Source: an optimization exercise on an open RTL-to-GDS flow (aim: small area). Production flows keep margins and buffers that such runs may drop.
Function was checked by simulation only, so behaviour that the tests miss may differ from the original.
No activity file was given, so power comes from the tool's default toggle rates.

==> run a <==
==> flow/design.v <==
package aukv_rf_pkg;
  localparam int RF_DEF_XLEN  = 32;
  localparam int RF_DEF_NREGS = 32;
  localparam int RF_ZERO_REG  = 0;
  function automatic int rf_aw(input int nregs);
    rf_aw = (nregs < 2) ? 1 : $clog2(nregs);
  endfunction
  localparam int RF_DEF_AW = rf_aw(RF_DEF_NREGS);
endpackage
import aukv_rf_pkg::*;
module aukv_rf_scoreboard
#(
  parameter int NREGS = RF_DEF_NREGS,
  parameter int NRD   = 2,
  parameter int NWR   = 1,
  parameter int AW    = (NREGS < 2) ? 1 : $clog2(NREGS)
) (
  input  logic              i_clk,
  input  logic              i_rst,
  input  logic [NWR-1:0]    i_we,
  input  logic [NWR*AW-1:0] i_rd_addr,
  input  logic              i_alloc,
  input  logic [AW-1:0]     i_alloc_addr,
  input  logic [NRD*AW-1:0] i_rs_addr,
  output logic [NRD-1:0]    o_ready,
  output logic [NREGS-1:0]  o_pending
);
  logic [NREGS-1:0] r_pending;
  logic [NREGS-1:0] w_pending_nxt;
  always_comb begin
    w_pending_nxt = r_pending;
    for (int j = 0; j < NWR; j++) begin
      if (i_we[j]) w_pending_nxt[i_rd_addr[j*AW +: AW]] = 1'b0;
    end
    if (i_alloc && (i_alloc_addr != AW'(RF_ZERO_REG))) w_pending_nxt[i_alloc_addr] = 1'b1;
  end
  always_ff @(posedge i_clk or posedge i_rst) begin
    if (i_rst) r_pending <= '0;
    else       r_pending <= w_pending_nxt;
  end
  always_comb begin
    o_ready = '1;
    for (int k = 0; k < NRD; k++) begin
      o_ready[k] = ~r_pending[i_rs_addr[k*AW +: AW]];
    end
  end
  assign o_pending = r_pending;
endmodule
import aukv_rf_pkg::*;
module aukv_gpr_regfile_mp
#(
  parameter int XLEN  = RF_DEF_XLEN,
  parameter int NREGS = RF_DEF_NREGS,
  parameter int NRD   = 2,
  parameter int NWR   = 2,
  parameter int AW    = (NREGS < 2) ? 1 : $clog2(NREGS)
) (
  input  logic                i_clk,
  input  logic                i_rst,
  input  logic [NRD*AW-1:0]   i_rs_addr,
  output logic [NRD*XLEN-1:0] o_rs_data,
  output logic [NRD-1:0]      o_rs_ready,
  input  logic [NWR-1:0]      i_we,
  input  logic [NWR*AW-1:0]   i_rd_addr,
  input  logic [NWR*XLEN-1:0] i_wdata,
  input  logic                i_alloc,
  input  logic [AW-1:0]       i_alloc_addr,
  output logic [NREGS-1:0]    o_pending
);
  logic [XLEN-1:0] r_regs [NREGS];
  logic [NRD-1:0]  w_sb_ready;
  logic [AW-1:0]   w_rs_a [NRD];
  aukv_rf_scoreboard #(
    .NREGS (NREGS),
    .NRD   (NRD),
    .NWR   (NWR),
    .AW    (AW)
  ) u_scoreboard (
    .i_clk        (i_clk),
    .i_rst        (i_rst),
    .i_we         (i_we),
    .i_rd_addr    (i_rd_addr),
    .i_alloc      (i_alloc),
    .i_alloc_addr (i_alloc_addr),
    .i_rs_addr    (i_rs_addr),
    .o_ready      (w_sb_ready),
    .o_pending    (o_pending)
  );
  always_ff @(posedge i_clk or posedge i_rst) begin
    if (i_rst) begin
      for (int a = 0; a < NREGS; a++) r_regs[a] <= '0;
    end else begin
      for (int j = 0; j < NWR; j++) begin
        if (i_we[j] && (i_rd_addr[j*AW +: AW] != AW'(RF_ZERO_REG)))
          r_regs[i_rd_addr[j*AW +: AW]] <= i_wdata[j*XLEN +: XLEN];
      end
    end
  end
  always_comb begin
    for (int k = 0; k < NRD; k++) w_rs_a[k] = i_rs_addr[k*AW +: AW];
  end
  always_comb begin
    o_rs_data  = '0;
    o_rs_ready = w_sb_ready;
    for (int k = 0; k < NRD; k++) begin
      if (w_rs_a[k] != AW'(RF_ZERO_REG)) o_rs_data[k*XLEN +: XLEN] = r_regs[w_rs_a[k]];
      for (int j = 0; j < NWR; j++) begin
        if (i_we[j] && (i_rd_addr[j*AW +: AW] == w_rs_a[k]) &&
            (w_rs_a[k] != AW'(RF_ZERO_REG))) begin
          o_rs_data[k*XLEN +: XLEN] = i_wdata[j*XLEN +: XLEN];
          if (!(i_alloc && (i_alloc_addr == w_rs_a[k]))) o_rs_ready[k] = 1'b1;
        end
      end
    end
  end
endmodule
==> flow/run.sh <==
#!/bin/bash
# synth_recipe.tcl (not shown) runs the flow's synth.tcl, then flattens the netlist and writes it again
# the make line also repeats each setting of config.mk as NAME=value (left out here)
make -C /OpenROAD-flow-scripts/flow DESIGN_CONFIG=/design/flow/config.mk WORK_HOME=/design/flow/orfs CLKGATE_MAP_FILE= SYNTH_SCRIPT=/design/flow/synth_recipe.tcl finish
==> flow/config.mk <==
export PLATFORM = sky130hd
export DESIGN_NAME = aukv_gpr_regfile_mp
export DESIGN_NICKNAME = aukv_gpr_regfile_mp
export VERILOG_FILES = /design/flow/design.v
export SDC_FILE = /design/flow/constraint.sdc
export NUM_CORES = 4
export LEC_CHECK = 0
export CAP_MARGIN = 20
export CORE_MARGIN = 2
export CORE_UTILIZATION = 30
export PLACE_DENSITY = 0.4
export SETUP_SLACK_MARGIN = 0.3
export SLEW_MARGIN = 20
==> flow/constraint.sdc <==
create_clock -name core_clock -period 8.0 [get_ports {i_clk}]
set_input_delay 1.6000 -clock core_clock [delete_from_list [all_inputs] [get_ports {i_clk}]]
set_output_delay 1.6000 -clock core_clock [all_outputs]
set_load 0.01 [all_outputs]
==> run b (differences from run a) <==
==> flow/design.v, changed modules only <==
module aukv_rf_scoreboard
#(
  parameter int NREGS = RF_DEF_NREGS,
  parameter int NWR   = 2,
  parameter int AW    = (NREGS < 2) ? 1 : $clog2(NREGS)
) (
  input  logic              i_clk,
  input  logic              i_rst,
  input  logic [NREGS-1:0]  i_wb_hit,    
  input  logic [NREGS-1:0]  i_alloc_hit,  
  output logic [NREGS-1:0]  o_pending
);
  logic [NREGS-1:1] r_pending;
  always_ff @(posedge i_clk or posedge i_rst) begin
    if (i_rst) r_pending <= '0;
    else       r_pending <= i_alloc_hit[NREGS-1:1] | (r_pending & ~i_wb_hit[NREGS-1:1]);
  end
  assign o_pending = {r_pending, 1'b0};
endmodule
module aukv_rf_row
#(
  parameter int XLEN = RF_DEF_XLEN
) (
  input  logic            i_clk,
  input  logic            i_sel1,
  input  logic            i_sel0,
  input  logic            i_hold,
  input  logic [XLEN-1:0] i_wdata1,
  input  logic [XLEN-1:0] i_wdata0,
  output logic [XLEN-1:0] o_q
);
  always_ff @(posedge i_clk)
    o_q <= ({XLEN{i_sel1}} & i_wdata1) | ({XLEN{i_sel0}} & i_wdata0) | ({XLEN{i_hold}} & o_q);
endmodule
module aukv_rf_aoi3 (
  input  logic [2:0] i_s,
  input  logic [2:0] i_d,
  output logic       o_n
);
  assign o_n = ~|(i_s & i_d);
endmodule
module aukv_rf_rdbit
#(
  parameter int N = 33
) (
  input  logic [N-1:0] i_sel,
  input  logic [N-1:0] i_d,
  output logic         o_y
);
  localparam int G = (N + 2) / 3;
  logic [3*G-1:0] w_s, w_d;
  logic [G-1:0]   w_n;
  assign w_s = (3*G)'(i_sel);
  assign w_d = (3*G)'(i_d);
  for (genvar g = 0; g < G; g++) begin : g_grp
    aukv_rf_aoi3 u_aoi (.i_s(w_s[3*g +: 3]), .i_d(w_d[3*g +: 3]), .o_n(w_n[g]));
  end
  assign o_y = ~&w_n;
endmodule
module aukv_gpr_regfile_mp
#(
  parameter int XLEN  = RF_DEF_XLEN,
  parameter int NREGS = RF_DEF_NREGS,
  parameter int NRD   = 2,
  parameter int NWR   = 2,
  parameter int AW    = (NREGS < 2) ? 1 : $clog2(NREGS)
) (
  input  logic                i_clk,
  input  logic                i_rst,
  input  logic [NRD*AW-1:0]   i_rs_addr,
  output logic [NRD*XLEN-1:0] o_rs_data,
  output logic [NRD-1:0]      o_rs_ready,
  input  logic [NWR-1:0]      i_we,
  input  logic [NWR*AW-1:0]   i_rd_addr,
  input  logic [NWR*XLEN-1:0] i_wdata,
  input  logic                i_alloc,
  input  logic [AW-1:0]       i_alloc_addr,
  output logic [NREGS-1:0]    o_pending
);
  logic [XLEN-1:0]  w_q [NREGS];
  logic [NREGS-1:1] r_valid;
  logic [NREGS-1:0] w_hit1, w_hit0;
  logic [NREGS-1:0] w_wb_any;
  logic [NREGS-1:0] w_alloc_hit;
  always_comb begin
    for (int r = 0; r < NREGS; r++) begin
      w_hit0[r]      = i_we[0] && (i_rd_addr[0 +: AW] == AW'(r));
      w_hit1[r]      = i_we[1] && (i_rd_addr[AW +: AW] == AW'(r));
      w_alloc_hit[r] = i_alloc && (i_alloc_addr == AW'(r));
    end
    w_wb_any = w_hit0 | w_hit1;
  end
  aukv_rf_scoreboard #(
    .NREGS (NREGS),
    .NWR   (NWR),
    .AW    (AW)
  ) u_scoreboard (
    .i_clk        (i_clk),
    .i_rst        (i_rst),
    .i_wb_hit     (w_wb_any),
    .i_alloc_hit  (w_alloc_hit),
    .o_pending    (o_pending)
  );
  assign w_q[0] = '0;
  for (genvar r = 1; r < NREGS; r++) begin : g_row
    aukv_rf_row #(.XLEN(XLEN)) u_row (
      .i_clk    (i_clk),
      .i_sel1   (w_hit1[r]),
      .i_sel0   (w_hit0[r] & ~w_hit1[r]),
      .i_hold   (~w_wb_any[r]),
      .i_wdata1 (i_wdata[XLEN +: XLEN]),
      .i_wdata0 (i_wdata[0 +: XLEN]),
      .o_q      (w_q[r])
    );
  end
  always_ff @(posedge i_clk or posedge i_rst) begin
    if (i_rst) r_valid <= '0;
    else       r_valid <= r_valid | w_wb_any[NREGS-1:1];
  end
  for (genvar k = 0; k < NRD; k++) begin : g_rd
    logic [AW-1:0]    a;
    logic             byp1, byp0, byp;
    logic [NREGS+1:0] sel;
    logic [NREGS-1:0] dec;
    assign a    = i_rs_addr[k*AW +: AW];
    assign byp1 = i_we[1] && (i_rd_addr[AW +: AW] == a) && (a != AW'(RF_ZERO_REG));
    assign byp0 = i_we[0] && (i_rd_addr[0 +: AW] == a) && (a != AW'(RF_ZERO_REG));
    assign byp  = byp1 | byp0;
    always_comb begin
      for (int r = 0; r < NREGS; r++) dec[r] = (a == AW'(r));
      sel = '0;
      for (int r = 1; r < NREGS; r++) sel[r] = dec[r] & r_valid[r] & ~byp;
      sel[0]       = byp0 & ~byp1;
      sel[NREGS]   = byp1;
      sel[NREGS+1] = 1'b0;
    end
    for (genvar b = 0; b < XLEN; b++) begin : g_bit
      logic [NREGS+1:0] d;
      always_comb begin
        for (int r = 1; r < NREGS; r++) d[r] = w_q[r][b];
        d[0]       = i_wdata[b];
        d[NREGS]   = i_wdata[XLEN + b];
        d[NREGS+1] = 1'b0;
      end
      aukv_rf_rdbit #(.N(NREGS+1)) u_bit (.i_sel(sel[NREGS:0]), .i_d(d[NREGS:0]), .o_y(o_rs_data[k*XLEN + b]));
    end
    assign o_rs_ready[k] = ~|(dec & o_pending) | (byp & ~(i_alloc && (i_alloc_addr == a)));
  end
endmodule
- SYNTH_HIERARCHICAL: not set -> 1
- SYNTH_MINIMUM_KEEP_SIZE: not set -> 0
==> notes <==
Between run a and run b, the lower sequential cell count is in run a (gap 30).
In run a the die area is larger than in run b, by 28%.
Against run a, the count of clock-buffer cells in the layout of run b is higher by 2.
Run b finished with timing, DRC and antenna clean. Run a went through all stages and came out clean.
Against run a, the wire length of run b is smaller by 32%.
Against run b, the non-clock buffer count of run a is higher by 104.
Against run b, the sequential share of layout area of run a is lower by 1.5 points.
Synthesized area: run b is lower than run a (22%).
In run a the power is higher than in run b, by about 12%.
In run a the worst hold slack is higher than in run b, by 0.12 ns.
==> figures <==
metric	run a	run b
WL met2	190,000 um	128,000 um
Core Area	210,000 um2	163,000 um2
Initial antenna violation count	52	9
Leak	32.3 nW	28.1 nW
Final routed wire length divided by cell count	45.3 um	41.2 um
Post-Place Cells	9,717	7,222
P_seq	8.67 mW	7.76 mW
First-pass GRT wire length	595,000 um	416,000 um
Final area over synthesized area	1.174x	1.207x
Comb group	3.74 mW	2.97 mW
Post-synthesis instance area	63,400 um2	49,400 um2
Min Hold Slack	0.602 ns	0.481 ns
Instance count of the mapped netlist	7,166	4,876
Met1 usage	52.4%	46.4%
Hold worst-path end	r_regs[23][4]	r_valid[10]
Result of the run	no timing/DRC/antenna violations	no timing/DRC/antenna violations
Delay of the slowest cell on the worst path	0.84 ns	0.58 ns
Met2 layer usage reported by global route	59.0%	50.3%
Die Y	464 um	410 um

[what the ideal ports hide]
The flow's constraints put no driver on any port. The routed layouts listed below were extracted and timed again, unchanged, in two steps. Step 1 sets driving cells, clkbuf_16 on the clock port and buf_2 on the other inputs (assumed; they add their load-dependent delay and slew). Step 2 also shifts input and output timing later by t, the mid clock arrival at the registers, as if the neighbouring blocks saw the same clock. a / b / c = ideal / step 1 / step 2; a / b = the first two.
run	t, ns	setup slack, ns	slew at the worst register clock pin (ns)
run a	0.942	0.684 / 0.661 / 0.661	0.07 / 0.07
run b	0.846	0.284 / 0.260 / 0.260	0.06 / 0.06
After both steps setup and hold are still met in every run listed. For run b, which loses most, drivers alone change the setup slack by -0.024 ns; drivers and shift together by -0.024 ns.
